From an optimization exercise on the open Yosys and OpenROAD flow, aimed at small area; shortcuts taken in it are not production practice. Function was checked by simulation only, so behaviour that the tests miss may differ from the original. No activity file was given, so power comes from the tool's default toggle rates.

Setup of Q:
==> flow/design.v (excerpt) <==
module cad_top #(
  parameter int IMG_SIDE = 8,
  parameter int IMG_COUNT = 2,
  parameter int KER_COUNT = 2,
  localparam int IMG_IDX_W = (IMG_COUNT > 1) ? $clog2(IMG_COUNT) : 1,
  localparam int KER_IDX_W = (KER_COUNT > 1) ? $clog2(KER_COUNT) : 1
) (
  input  logic                 clk,
  input  logic                 rst_n,
  input  logic                 i_in_valid,
  input  cad_pkg::data_t       i_matrix,
  input  logic                 i_start,
  input  logic [IMG_IDX_W-1:0] i_img_idx,
  input  logic [KER_IDX_W-1:0] i_ker_idx,
  output logic                 o_busy,
  output logic                 o_out_valid,
  output logic                 o_out_value
);
clock: 12.0 ns
lec_check: 0
cap_margin: 20
core_margin: 2
core_utilization: 70
cts_cluster_diameter: 80
cts_cluster_size: 25
place_density: 0.8
slew_margin: 20
run.sh (not shown) runs the stock make flow with config.mk's settings and CLKGATE_MAP_FILE= SYNTH_SCRIPT=/design/flow/synth_recipe.tcl, a recipe that flattens the netlist after the stock synthesis.
No stage failed in Q, and the final checks on the layout all came back clean.
### Q -> P
- PLACE_DENSITY now 0.92, was 0.8
- CTS_CLUSTER_SIZE now 30, was 25
- CORE_UTILIZATION now 85, was 70
- CTS_CLUSTER_DIAMETER now 60, was 80
[summary]
P: it failed with a tool error in detailed placement, so there are no final results. In the tables for P and Q, overall die width reads higher with Q. Per the comparison of P with Q, simple-gate area share of the yosys netlist held, row count moved down.


## 04-01
Another version of the RTL of cad_top (not shown whole).
Size: roughly 4100 cells after synthesis, roughly 1500 flip-flops, about 17 I/O pins.
## cad_top
module cad_top #(
  parameter int IMG_SIDE = 8,
  parameter int IMG_COUNT = 2,
  parameter int KER_COUNT = 2,
  localparam int IMG_IDX_W = (IMG_COUNT > 1) ? $clog2(IMG_COUNT) : 1,
  localparam int KER_IDX_W = (KER_COUNT > 1) ? $clog2(KER_COUNT) : 1
) (
  input  logic                 clk,
  input  logic                 rst_n,
  input  logic                 i_in_valid,
  input  cad_pkg::data_t       i_matrix,
  input  logic                 i_start,
  input  logic [IMG_IDX_W-1:0] i_img_idx,
  input  logic [KER_IDX_W-1:0] i_ker_idx,
  output logic                 o_busy,
  output logic                 o_out_valid,
  output logic                 o_out_value
);
clock: 12.0 ns
lec_check: 0
abc_area: 1
cap_margin: 0
core_margin: 2
core_utilization: 70
cts_cluster_diameter: 80
cts_cluster_size: 25
place_density: 0.8
slew_margin: 0
Input-level comparison between 07-11 and 04-01:
- setting GPL_ROUTABILITY_DRIVEN to 0 for the first time
- setting GPL_TIMING_DRIVEN to 0 for the first time
- changing SLEW_MARGIN from 0 to 20
- changing CAP_MARGIN from 0 to 20
Findings:
Across 07-11 and 04-01, the outcome is the same: a clean finish for every run.
Compared with 04-01, first-pass GRT wire length in 07-11 increased by a little under 10%.
Final-layout clock-cell area share (higher): 04-01
Worst hold slack came out higher on 07-11 than on 04-01.
Against 04-01, 07-11 reports a overall routed net length that is higher.
Signal arrival time at the worst endpoint in 07-11 vs 04-01: up 0.34 ns
On 07-11: final cell count is 308 higher than what 04-01 gave.


cad_top again, from the RTL that the note above started with.
==> flow/design.v (excerpt) <==
module cad_top #(
  parameter int IMG_SIDE = 8,
  parameter int IMG_COUNT = 2,
  parameter int KER_COUNT = 2,
  localparam int IMG_IDX_W = (IMG_COUNT > 1) ? $clog2(IMG_COUNT) : 1,
  localparam int KER_IDX_W = (KER_COUNT > 1) ? $clog2(KER_COUNT) : 1
) (
  input  logic                 clk,
  input  logic                 rst_n,
  input  logic                 i_in_valid,
  input  cad_pkg::data_t       i_matrix,
  input  logic                 i_start,
  input  logic [IMG_IDX_W-1:0] i_img_idx,
  input  logic [KER_IDX_W-1:0] i_ker_idx,
  output logic                 o_busy,
  output logic                 o_out_valid,
  output logic                 o_out_value
);
Settings: LEC_CHECK=0, ABC_AREA=1, CAP_MARGIN=20, CORE_MARGIN=2, CORE_UTILIZATION=70, CTS_CLUSTER_DIAMETER=80, CTS_CLUSTER_SIZE=25, PLACE_DENSITY=0.8, SLEW_MARGIN=20; clock period 12.0 ns.
The first run completed without violations.
==> next run, changes <==
Settings changed: CORE_UTILIZATION 70 to 75, PLACE_DENSITY 0.8 to 0.86.
After rerunning: The changed run ran to the end with no violations. Area after synthesis does not change. Synthesized cell count does not change. Sequential power barely changes. Global-route usage is higher by 3.2 points. Critical path depth is lower by 1. Worst setup slack gains 0.074 ns. Total power is lower by 0.54%. Clock power stays flat. Wire length is higher by 7.0%. Fmax is higher by 0.76%. Via count is higher by 2.8%.

==> port drivers added, routing unchanged <==
In the flow no input, the clock included, has a driving cell. The finished layouts below were timed again as built, in two steps.
Step 1: set_driving_cell puts a clkbuf_16 on clk and a buf_2 on each other input, an assumption about the parent block.
Step 2 times the ports against the registers' clock, not the clock port: input delays grow and output delays shrink by t, the midpoint of the rising clock arrivals with the driver on.
Three values: ideal, step 1, step 2; two values: the first two.
| run | shift t [ns] | setup slack, ns | clock arrival spread, ns | worst data-port slew with drivers (ns) |
|---|---|---|---|---|
| Q | 0.705 | 1.994 / 1.994 / 1.994 | 0.047 / 0.046 | 0.06 |
| 04-01 | 0.700 | 2.155 / 2.155 / 2.155 | 0.029 / 0.030 | 0.14 |
| 07-11 | 0.708 | 1.827 / 1.827 / 1.827 | 0.028 / 0.027 | 0.04 |
| the first run of note 3 | 0.700 | 2.155 / 2.155 / 2.155 | 0.029 / 0.030 | 0.14 |
| the second run of note 3 | 0.686 | 2.230 / 2.230 / 2.230 | 0.020 / 0.020 | 0.04 |
After both steps every run listed still meets setup and hold.
